Source: an optimization exercise on an open RTL-to-GDS flow (aim: small area and few clock cycles per item). Production flows keep margins and buffers that such runs may drop.
Function was checked by simulation only, so behaviour that the tests miss may differ from the original.
Power is estimated from default activity; no workload was simulated.

$ cat flow/run.sh
#!/bin/bash
# Standard layout, with buf_2 port buffers, and clock tree synthesis
# without the dummy loads it would add to balance the tree.
set -e
export BUFFER_PORTS_ARGS="-buffer_cell sky130_fd_sc_hd__buf_2"
export CTS_ARGS="-sink_clustering_enable -repair_clock_nets -dont_use_dummy_load -buf_list sky130_fd_sc_hd__clkbuf_8"
bash standard.sh > standard.log 2>&1
$ cat standard.sh
#!/bin/bash
# synth_recipe.tcl (not shown) runs the flow's synth.tcl, then flattens the netlist and writes it again
# the make line also repeats each setting of config.mk as NAME=value (left out here)
make -C /OpenROAD-flow-scripts/flow DESIGN_CONFIG=/design/flow/config.mk WORK_HOME=/design/flow/orfs CLKGATE_MAP_FILE= SYNTH_SCRIPT=/design/flow/synth_recipe.tcl "${@:-finish}"
$ cat config.mk
export PLATFORM = sky130hd
export DESIGN_NAME = fixed_point_q24_8_alu
export DESIGN_NICKNAME = fixed_point_q24_8_alu
export VERILOG_FILES = /design/flow/design.v
export SDC_FILE = /design/flow/constraint.sdc
export NUM_CORES = 4
export LEC_CHECK = 0
export CAP_MARGIN = 20
export CORE_MARGIN = 2
export CORE_UTILIZATION = 50
export CTS_BUF_LIST = sky130_fd_sc_hd__clkbuf_8
export SLEW_MARGIN = 20
$ cat constraint.sdc
create_clock -name core_clock -period 15.0 [get_ports {clock}]
set_input_delay 3.0000 -clock core_clock [delete_from_list [all_inputs] [get_ports {clock}]]
set_output_delay 3.0000 -clock core_clock [all_outputs]
set_load 0.01 [all_outputs]
$ cat design.v
package fqa_pkg;
   localparam int WORD_W = 32;
   localparam int FRAC_W = 8;
   localparam int STEPS_PER_CYC = 2;
   localparam int R_W = 41;
   localparam int S_W = 33;
   localparam logic [WORD_W-1:0] MAX_W = {1'b0, {(WORD_W-1){1'b1}}};
   localparam logic [WORD_W-1:0] MIN_W = {1'b1, {(WORD_W-1){1'b0}}};
   localparam logic [3:0] OP_ADD     = 4'd0;
   localparam logic [3:0] OP_SUB     = 4'd1;
   localparam logic [3:0] OP_MUL     = 4'd2;
   localparam logic [3:0] OP_DIV     = 4'd3;
   localparam logic [3:0] OP_GT      = 4'd4;
   localparam logic [3:0] OP_LT      = 4'd5;
   localparam logic [3:0] OP_GE      = 4'd6;
   localparam logic [3:0] OP_LE      = 4'd7;
   localparam logic [3:0] OP_EQ      = 4'd8;
   localparam logic [3:0] OP_NE      = 4'd9;
   localparam logic [3:0] OP_MIN     = 4'd10;
   localparam logic [3:0] OP_MAX     = 4'd11;
   localparam logic [3:0] OP_INC     = 4'd12;
   localparam logic [3:0] OP_DEC     = 4'd13;
   localparam logic [3:0] OP_TOINT   = 4'd14;
   localparam logic [3:0] OP_FROMINT = 4'd15;
endpackage
import fqa_pkg::*;
module fqa_simple_ops (
   input  logic [3:0]        kind,
   input  logic [WORD_W-1:0] a,
   input  logic [WORD_W-1:0] b,
   input  logic [WORD_W:0]   sum,
   output logic [WORD_W:0]   add_b,
   output logic              add_c,
   output logic [WORD_W-1:0] res,
   output logic              cmp,
   output logic              ovf
);
   logic              sub;
   logic [WORD_W-1:0] op2;
   logic              lt_ab, lt_ba, eq, aovf, fi_hi, fi_lo;
   always_comb begin
      sub = 1'b1;
      op2 = b;
      case (kind)
         OP_ADD: begin sub = 1'b0; op2 = b; end
         OP_INC: begin sub = 1'b1; op2 = '1; end
         OP_DEC: begin sub = 1'b0; op2 = '1; end
         default: begin sub = 1'b1; op2 = b; end
      endcase
   end
   assign add_b = {op2[WORD_W-1], op2} ^ {(WORD_W+1){sub}};
   assign add_c = sub;
   assign aovf = sum[WORD_W] != sum[WORD_W-1];
   assign eq = sum[WORD_W-1:0] == '0;
   assign lt_ab = sum[WORD_W];
   assign lt_ba = !lt_ab && !eq;
   assign fi_hi = !a[WORD_W-1] && (a[WORD_W-2:WORD_W-FRAC_W-1] != '0);
   assign fi_lo = a[WORD_W-1] && (a[WORD_W-2:WORD_W-FRAC_W-1] != '1);
   always_comb begin
      res = '0;
      cmp = 1'b0;
      ovf = 1'b0;
      case (kind)
         OP_ADD, OP_SUB, OP_INC, OP_DEC: begin
            ovf = aovf;
            res = sum[WORD_W-1:0];
         end
         OP_GT: cmp = lt_ba;
         OP_LT: cmp = lt_ab;
         OP_GE: cmp = !lt_ab;
         OP_LE: cmp = !lt_ba;
         OP_EQ: cmp = eq;
         OP_NE: cmp = !eq;
         OP_MIN: res = lt_ab ? a : b;
         OP_MAX: res = lt_ba ? a : b;
         OP_TOINT: res = {{FRAC_W{a[WORD_W-1]}}, a[WORD_W-1:FRAC_W]};
         OP_FROMINT: begin
            ovf = fi_hi || fi_lo;
            res = {a[WORD_W-FRAC_W-1:0], {FRAC_W{1'b0}}};
         end
         default: res = '0;
      endcase
   end
endmodule
import fqa_pkg::*;
module fqa_div_stage #(
   parameter bit SHARED = 1'b0
) (
   input  logic              is_div,
   input  logic              use_alt,
   input  logic [WORD_W:0]   alt_a,
   input  logic [WORD_W:0]   alt_b,
   input  logic              alt_c,
   output logic [WORD_W:0]   sum,
   input  logic [R_W-1:0]    r_in,
   input  logic [S_W-1:0]    s_in,
   input  logic              st_in,
   input  logic              q_ovf,
   input  logic [WORD_W-1:0] d,
   output logic [R_W-1:0]    r_out,
   output logic [S_W-1:0]    s_out,
   output logic              st_out
);
   localparam int HI_W = R_W - WORD_W - 1;    
   logic              x, c33, dsub;
   logic [WORD_W:0]   op2;
   logic [WORD_W+1:0] t;
   logic [HI_W-1:0]   hi;
   logic              hi_c;
   assign x = s_in[S_W-1];
   assign dsub = is_div & !r_in[WORD_W+1];
   assign op2 = ({1'b0, d} & {(WORD_W+1){is_div | x}}) ^ {(WORD_W+1){dsub}};
   logic [WORD_W:0] aa, bb;
   logic            cc;
   if (SHARED) begin : g_sh
      assign aa = use_alt ? alt_a : r_in[WORD_W:0];
      assign bb = use_alt ? alt_b : op2;
      assign cc = use_alt ? alt_c : dsub;
   end else begin : g_nsh
      assign aa = r_in[WORD_W:0];
      assign bb = op2;
      assign cc = dsub;
   end
   assign t = {1'b0, aa} + {1'b0, bb} + {{(WORD_W+1){1'b0}}, cc};
   assign sum = t[WORD_W:0];
   assign c33 = t[WORD_W+1];
   assign {hi_c, hi} = {1'b0, r_in[R_W-1:WORD_W+1]} + {{HI_W{1'b0}}, c33 & !is_div};
   assign r_out = {hi[HI_W-2:0], t[WORD_W:0], 1'b0};
   assign s_out = {s_in[S_W-2:0], is_div & !t[WORD_W]};
   assign st_out = st_in | (is_div ? (q_ovf & !t[WORD_W]) : (hi_c | hi[HI_W-1]));
endmodule
import fqa_pkg::*;
module fixed_point_q24_8_alu (
   input  logic              clock,
   input  logic              reset,
   input  logic              req_valid,
   output logic              req_ready,
   input  logic [3:0]        req_kind,
   input  logic [WORD_W-1:0] req_operand_a,
   input  logic [WORD_W-1:0] req_operand_b,
   output logic              rsp_valid,
   input  logic              rsp_ready,
   output logic [WORD_W-1:0] rsp_result_value,
   output logic              rsp_compare_flag,
   output logic              rsp_overflow_flag,
   output logic              rsp_divide_by_zero
);
   function automatic logic [WORD_W-1:0] inc_w(logic [WORD_W-1:0] x, logic c);
      logic [WORD_W-1:0] y;
      logic              cc;
      cc = c;
      for (int i = 0; i < WORD_W; i++) begin
         y[i] = x[i] ^ cc;
         cc = cc & x[i];
      end
      inc_w = y;
   endfunction
   function automatic logic [WORD_W:0] inc_c(logic [WORD_W-1:0] x, logic c);
      logic [WORD_W-1:0] y;
      logic              cc;
      cc = c;
      for (int i = 0; i < WORD_W; i++) begin
         y[i] = x[i] ^ cc;
         cc = cc & x[i];
      end
      inc_c = {cc, y};
   endfunction
   function automatic logic [WORD_W-1:0] inc_b(logic [WORD_W-1:0] x, logic c);
      logic [WORD_W-1:0] y;
      logic              bc, cc;
      bc = c;
      for (int k = 0; k < WORD_W / 4; k++) begin
         cc = bc;
         for (int i = 0; i < 4; i++) begin
            y[4*k+i] = x[4*k+i] ^ cc;
            cc = cc & x[4*k+i];
         end
         bc = bc & (&x[4*k +: 4]);
      end
      inc_b = y;
   endfunction
   function automatic logic [WORD_W-1:0] abs_w(logic [WORD_W-1:0] x);
      logic [WORD_W-1:0] y;
      logic              seen;
      seen = 1'b0;
      for (int i = 0; i < WORD_W; i++) begin
         y[i] = x[i] ^ (x[WORD_W-1] & seen);
         seen = seen | x[i];
      end
      abs_w = y;
   endfunction
   logic              vld, busy, op_div, op_md, neg, sticky, cmp_r, dz_r;
   logic [4:0]        cnt;
   logic [R_W-1:0]    r_q;
   logic [S_W-1:0]    s_q;
   logic [WORD_W-1:0] d_q;
   logic accept;
   assign req_ready = !busy && (!vld || rsp_ready);
   assign accept = req_valid && req_ready;
   logic [WORD_W-1:0] s_res;
   logic              s_cmp, s_ovf;
   logic [WORD_W:0] sh_sum, sh_b;
   logic            sh_c;
   fqa_simple_ops u_simple (
      .kind (req_kind),
      .a    (req_operand_a),
      .b    (req_operand_b),
      .sum  (sh_sum),
      .add_b(sh_b),
      .add_c(sh_c),
      .res  (s_res),
      .cmp  (s_cmp),
      .ovf  (s_ovf)
   );
   logic              na, nb, is_mul, is_div;
   logic [WORD_W-1:0] ma, mb, a_sh, b_sh;
   logic [5:0]        la, lb, lb_e;
   logic signed [7:0] sa, n_div;
   logic [5:0]        n_mul;
   logic              mul_zero, mul_ovf, div_dz, div_zero, div_ovf;
   logic              start_mul, start_div, imm_sticky, imm_neg;
   assign na = req_operand_a[WORD_W-1];
   assign nb = req_operand_b[WORD_W-1];
   assign ma = abs_w(req_operand_a);
   assign mb = abs_w(req_operand_b);
   logic [WORD_W-1:0] av [0:4];
   logic [WORD_W-1:0] bv [0:4];
   logic [4:1]        za, zb;
   assign av[0] = ma;
   assign bv[0] = mb;
   for (genvar l = 0; l < 4; l++) begin : g_norm
      localparam int SH = 16 >> l;
      assign za[4-l] = av[l][WORD_W-1 -: SH] == '0;
      assign zb[4-l] = bv[l][WORD_W-1 -: SH] == '0;
      assign av[l+1] = za[4-l] ? {av[l][WORD_W-SH-1:0], {SH{1'b0}}} : av[l];
      assign bv[l+1] = zb[4-l] ? {bv[l][WORD_W-SH-1:0], {SH{1'b0}}} : bv[l];
   end
   assign la = (av[4][WORD_W-1:WORD_W-2] == 2'b00) ? 6'd32 : {1'b0, za, !av[4][WORD_W-1]};
   assign lb = (bv[4][WORD_W-1:WORD_W-2] == 2'b00) ? 6'd32 : {1'b0, zb, !bv[4][WORD_W-1]};
   assign is_mul = req_kind == OP_MUL;
   assign is_div = req_kind == OP_DIV;
   assign lb_e = {1'b0, zb, 1'b0};
   assign b_sh = bv[4];
   logic a_dn;
   assign a_dn = av[4][WORD_W-1] && !bv[4][WORD_W-1];
   assign a_sh = a_dn ? {2'b00, av[4][WORD_W-1:2]} : av[4];
   assign sa = $signed({3'b000, za, 1'b0}) - (a_dn ? 8'sd2 : 8'sd0);
   assign n_div = 8'sd10 - sa + $signed({2'b00, lb_e});
   logic mx_a;
   assign mx_a = za >= zb;
   assign n_mul = 6'd32 - (mx_a ? {1'b0, za, 1'b0} : lb_e);
   assign mul_zero = la[5] | lb[5];
   assign mul_ovf = (7'(la) + 7'(lb)) <= 7'd22;
   assign div_dz = lb[5];
   assign div_zero = la[5] || (n_div <= 8'sd0);
   assign div_ovf = n_div >= 8'sd37;
   assign start_mul = is_mul && !mul_zero && !mul_ovf;
   assign start_div = is_div && !div_dz && !div_zero && !div_ovf;
   assign imm_sticky = s_ovf || (is_mul && mul_ovf) || (is_div && (div_dz || div_ovf));
   assign imm_neg = (is_div && div_dz) ? na : (na ^ nb);
   logic [R_W-1:0] r_st [0:STEPS_PER_CYC];
   logic [S_W-1:0] s_st [0:STEPS_PER_CYC];
   logic           st_st [0:STEPS_PER_CYC];
   logic [WORD_W:0] sum_st [0:STEPS_PER_CYC-1];
   assign r_st[0] = r_q;
   assign s_st[0] = s_q;
   assign st_st[0] = sticky;
   assign sh_sum = sum_st[0];
   logic q_ovf [0:STEPS_PER_CYC-1];
   assign q_ovf[0] = cnt >= 5'd17;
   assign q_ovf[1] = (cnt >= 5'd18) || (!neg && cnt >= 5'd17);
   for (genvar i = 0; i < STEPS_PER_CYC; i++) begin : g_step
      fqa_div_stage #(.SHARED(i == 0)) u_step (
         .is_div (op_div),
         .use_alt(!busy),
         .alt_a  ({req_operand_a[WORD_W-1], req_operand_a}),
         .alt_b  (sh_b),
         .alt_c  (sh_c),
         .sum    (sum_st[i]),
         .r_in   (r_st[i]),
         .s_in   (s_st[i]),
         .st_in  (st_st[i]),
         .q_ovf  (q_ovf[i]),
         .d      (d_q),
         .r_out  (r_st[i+1]),
         .s_out  (s_st[i+1]),
         .st_out (st_st[i+1])
      );
   end
   always_ff @(posedge clock) begin
      if (reset) begin
         vld <= 1'b0;
         busy <= 1'b0;
      end else if (busy) begin
         if (cnt == 5'd1 || st_st[STEPS_PER_CYC]) begin
            busy <= 1'b0;
            vld <= 1'b1;
         end
      end else if (accept) begin
         busy <= start_mul || start_div;
         vld <= !(start_mul || start_div);
      end else if (rsp_ready) begin
         vld <= 1'b0;
      end
   end
   always_ff @(posedge clock) begin
      if (busy) begin
         r_q <= r_st[STEPS_PER_CYC];
         s_q <= s_st[STEPS_PER_CYC];
         sticky <= st_st[STEPS_PER_CYC];
         cnt <= cnt - 5'd1;
      end else if (accept) begin
         op_div <= is_div;
         op_md <= is_mul || is_div;
         neg <= (is_mul || is_div) ? imm_neg : (s_ovf && req_operand_a[WORD_W-1]);
         sticky <= imm_sticky;
         cmp_r <= s_cmp;
         dz_r <= is_div && div_dz;
         cnt <= is_div ? n_div[5:1] : n_mul[5:1];
         r_q <= is_div ? {(R_W-WORD_W)'(0), a_sh} : {s_res, (R_W-WORD_W)'(0)};
         s_q <= is_mul ? {(mx_a ? av[4] : b_sh), 1'b0} : '0;
         d_q <= is_div ? b_sh : mx_a ? mb : ma;
      end
   end
   logic [WORD_W-1:0] m;
   logic              rb, ovf_c, ovf;
   assign m = op_div ? s_q[S_W-1:1] : r_q[R_W-1:R_W-WORD_W];
   assign rb = op_div ? s_q[0] : r_q[R_W-WORD_W-1];
   logic [WORD_W-1:0] inc_y;
   logic              inc_co;
   assign {inc_co, inc_y} = inc_c(m ^ {WORD_W{neg}}, neg ^ rb);
   assign ovf_c = op_md && (neg ? !(inc_y[WORD_W-1] || inc_co)
                                : (inc_y[WORD_W-1] || inc_co));
   assign ovf = sticky || ovf_c;
   assign rsp_valid = vld;
   assign rsp_result_value = ovf ? (neg ? MIN_W : MAX_W) : inc_y;
   assign rsp_compare_flag = cmp_r;
   assign rsp_overflow_flag = ovf;
   assign rsp_divide_by_zero = dz_r;
endmodule
==> run summary <==
-- synth_stat cells (all sizes together), types with 19 or more instances --
master,count,share of area (%)
a21o,70,2.6
o21ai,207,5.2
nand2b,26,0.82
nand2,244,4.6
a221oi,40,2.0
o211ai,28,1.1
a21oi,179,4.6
clkbuf,164,3.1
xor2,69,3.0
inv,67,1.3
mux2i,139,7.0
nor2,218,4.2
o31ai,31,1.4
nor4,22,0.84
a211oi,32,1.2
a22oi,19,0.72
buf,49,1.4
or3,20,0.63
a31oi,23,0.72
o22ai,40,1.3
nand4,26,0.82
o21a,21,0.79
o221ai,33,1.5
xnor2,167,7.3
ha,126,7.9
o41ai,19,0.97
mux2,50,2.8
edfxtp,116,17
nand3,54,1.5
nor3,46,1.2
-- path summary, 6_finish.rpt --
check | start | end | slack, ns
worst max register to register | op_div | vld | 2.57
worst min-delay path | r_q[0] | r_q[0] | 0.48
worst min register to register | r_q[0] | r_q[0] | 0.48
worst max-delay path | req_kind[3] | vld | 1.08
-- state kept, by name, indices dropped and copies added (netlist names) --
signal / count
r_q: 41
s_q: 33
d_q: 32
cnt: 5
busy: 1
cmp_r: 1
dz_r: 1
neg: 1
op_div: 1
op_md: 1
sticky: 1
vld: 1
-- per-layer routing --
layer	routed length, um	track usage, %
met1	37700	61.3
met2	40900	67.7
met3	13600	13.2
met4	7090	28.8
met5	89	0
-- worst reg2reg max path, delay by kind of cell (launching register included) --
family | cells | cell delay (ns)
AOI/OAI and AO/OA | 25 | 6.09
xor gates and xnor gates | 1 | 0.81
adders and majority gates | 5 | 1.81
buffers and inverters | 5 | 1.44
DFF | 1 | 0.36
muxes | 1 | 0.53
and+or+nand+nor | 8 | 1.29
-- per-stage QoR --
| step | cells | total power, uW | cell area [um^2] | utilization [%] |
|---|---|---|---|---|
| 6_report | 3074 | 2300 | 21000 | 53.1 |
| 5_1_grt | 3069 | 2400 | 21000 | 53.1 |
| 4_1_cts | 3068 | 2220 | 21000 | 53.1 |
| 3_5_place_dp | 3051 | 1990 | 20800 | 52.5 |
| 3_3_place_gp | 3051 | 1980 | 20800 | 52.5 |
| 2_1_floorplan | 2574 | 1490 | 19900 | - |
-- area by class of cell --
cell class	instances	area, um^2	share of cell area (%)
Multi-Input combinational cell	2174	15300	72.9
Tap cell	525	657	3.13
Sequential cell	119	3550	16.9
Antenna cell	6	15.0	0.0715
Inverter	68	258	1.23
Clock buffer	17	234	1.11
Timing Repair Buffer	165	981	4.67
-- cell families (layout without fill, tap and decap cells) --
family / Yosys count / after routing / synth area share [%]
other cells: 0 / 6 / 0
mux: 189 / 189 / 9.81
fa+ha+maj: 131 / 131 / 8.41
simple gates: 750 / 750 / 18.0
xor+xnor: 236 / 236 / 10.4
flops: 119 / 119 / 17.8
compound gates: 868 / 868 / 29.8
buf+inv: 281 / 250 / 5.80
-- report_power, final --
group	internal (uW)	switching, uW	total, uW
Clock	99.4	136	235
Sequential	416	53.9	470
Combinational	566	1030	1590
Total	1080	1220	2300
==> metrics list <==
- Setup repair after global routing missed its margin: false
- Timing would allow up to 71.8 MHz.
- Initial cell density of the core: 50.4%
- Run status: timing/DRC/antenna clean
* Number of buffer and inverter instances along the worst setup path: 4
- The floorplan step set the die height to 204 um.
* Synthesis-to-finish area growth: 5.45%
- Register bit count reported by yosys: 119
- Number of vias per cell: 7.26
- Post-DR wirelength/cell: 32.3 um
* Worst slew margin relative to its limit: 25.6%
* Most frequent cells in the layout: 242 x nand2_1, 212 x nor2_1, 178 x o21ai_0, 172 x a21oi_1, 167 x xnor2_1
* Net count of the finished layout: 2748
- Syn avg cell area: 7.74 um^2
- TritonCTS built the clock tree.
- Sum of overflow across all layers after global routing: 0
* Peak fanout along the critical path: 11
- Maximum buffer depth of the clock tree: 2
* Width of the chip: 204 um
* Post-route antenna net violation count: 0
- The number of hold-slack violations in the final timing report was 0.
* Worst skew pair latency: 0.51 ns
* Main synth FF type: edfxtp_1
- Setup slack of the critical path after layout: 1.08 ns
- By startpoint and endpoint, the worst setup path is classified as in -> reg.
* Pre-CTS worst setup slack: 1.08 ns
- DRC marker count from the first detailed-route iteration: 3793
- Leak pwr: 0.00823 uW
- Summed over all layers, the routed wires come to 99.4 mm.
- Core area: 39500 um^2
- Max Cap Violations: 0
- 109 I/O pins were placed.
- Clock root cell: clkbuf_8
- Number of max-slew violations in the final report: 0
- For this run, the register share of the synthesized area comes to 17.8%.
- CTS sink cnt: 119
- Wire length of the first global-routing pass: 141 mm
- The filler cells instantiated in the layout total 3850.
* Setup bufs post-CTS: 0
* Max IR drop VDD: 0.0000713 V
- Power per Cell Area: 109 nW/um^2
* Worst path arrival time: 14.32 ns
- FP Rows: 73
* Stages on the worst setup path: 45
- DIE AREA: 41500 um^2
- Number of enable-type register cells in the synthesized netlist: 116
- Cell at the slowest stage of the critical path: xor2_1
- In the routed design, unresolved DRC markers number 0.
- Portion of the clock cycle consumed by the worst path in the final layout: 92.8%
- In this run the number of H-tree levels came out at 4.
* Crit path largest cell delay: 0.81 ns
- Quantity of hold-fixing buffers added after cts: 0
* Data required time at the worst endpoint: 15.40 ns
- Count of yosys warnings during synthesis: 15
- Type of element capturing the critical path: flop
- Setup violations remaining at the end of the flow were counted as 0.
* Setup TNS: 0 ns
* Via total after detailed routing: 22300
- Share of synthesized registers carrying an async set or reset: 0%
- Slew at the pin with the worst max-slew slack: 1.11 ns
- Synthesized area: 19900 um^2
- In the final layout, the share of cells above drive strength 1 is 12.3%.
- Family of cells with the greatest summed delay on the critical path: compound AO/OA/AOI/OAI gates
- Total routing resource utilization after global routing: 46.8%
- The number of nets handed over by synthesis was 2777.
* Number of buffers added on ports: 108
- Hpwl dp: 75.1 mm
- Cell depth of the worst flop-to-flop path: 45
- Most frequent standard cell in the layout excluding fill and tap cells: nand2_1
- After technology mapping, the gate count stands at 2574.
- Crit start category: primary input
* Vias in the first global route: 20200
* Hold slack: 0.484 ns
- Type of the most critical hold path: reg -> reg
- Clock input transition at the sequential cells of the worst setup and hold paths: 0.08 ns
- Critical Path Most Common Cell: a21oi_1
- The pre-antenna-repair detailed-routing pass consisted of 11 iterations.
- On the final layout, the worst clock skew is 0.0199 ns.
* GPL Wtd Cong: 1.05
- Number of antenna violations at the first check in global routing: 7
* Cells on Worst Hold Path: 2
- Final worst path period need: 13.92 ns
- PostCTS Resize Cnt: 0
- Entering global routing, the biggest net connects 96 pins.
- Synth cell types: 108
- Clock tree synthesis inserted a total of 17 buffers.
Testbench counts, summed over its fixed seeds: cycles 22,591, items 16,000.

-- what the ideal ports hide --
How much do the figures lean on ideal ports? The routed layout below was timed once more, with nothing changed but the port constraints.
Step 1 sets driving cells, clkbuf_16 on the clock port and buf_2 on the other inputs (assumed; they add their load-dependent delay and slew).
Step 2 times the ports against the registers' clock, not the clock port: input delays grow and output delays shrink by t, the midpoint of the rising clock arrivals with the driver on.
Three values: no drivers, after step 1, after step 2; two values: the first two.
shift t [ns]: 0.553
setup WS [ns]: 1.079 / 1.098 / 0.545
hold slack, ns: 0.484 / 0.484 / 0.484
worst setup path after step 2: input to register
cell pins on the clock port's net: 1
After both steps this run still meets setup and hold. For this run, drivers alone change the setup slack by +0.019 ns; drivers and shift together by -0.534 ns.
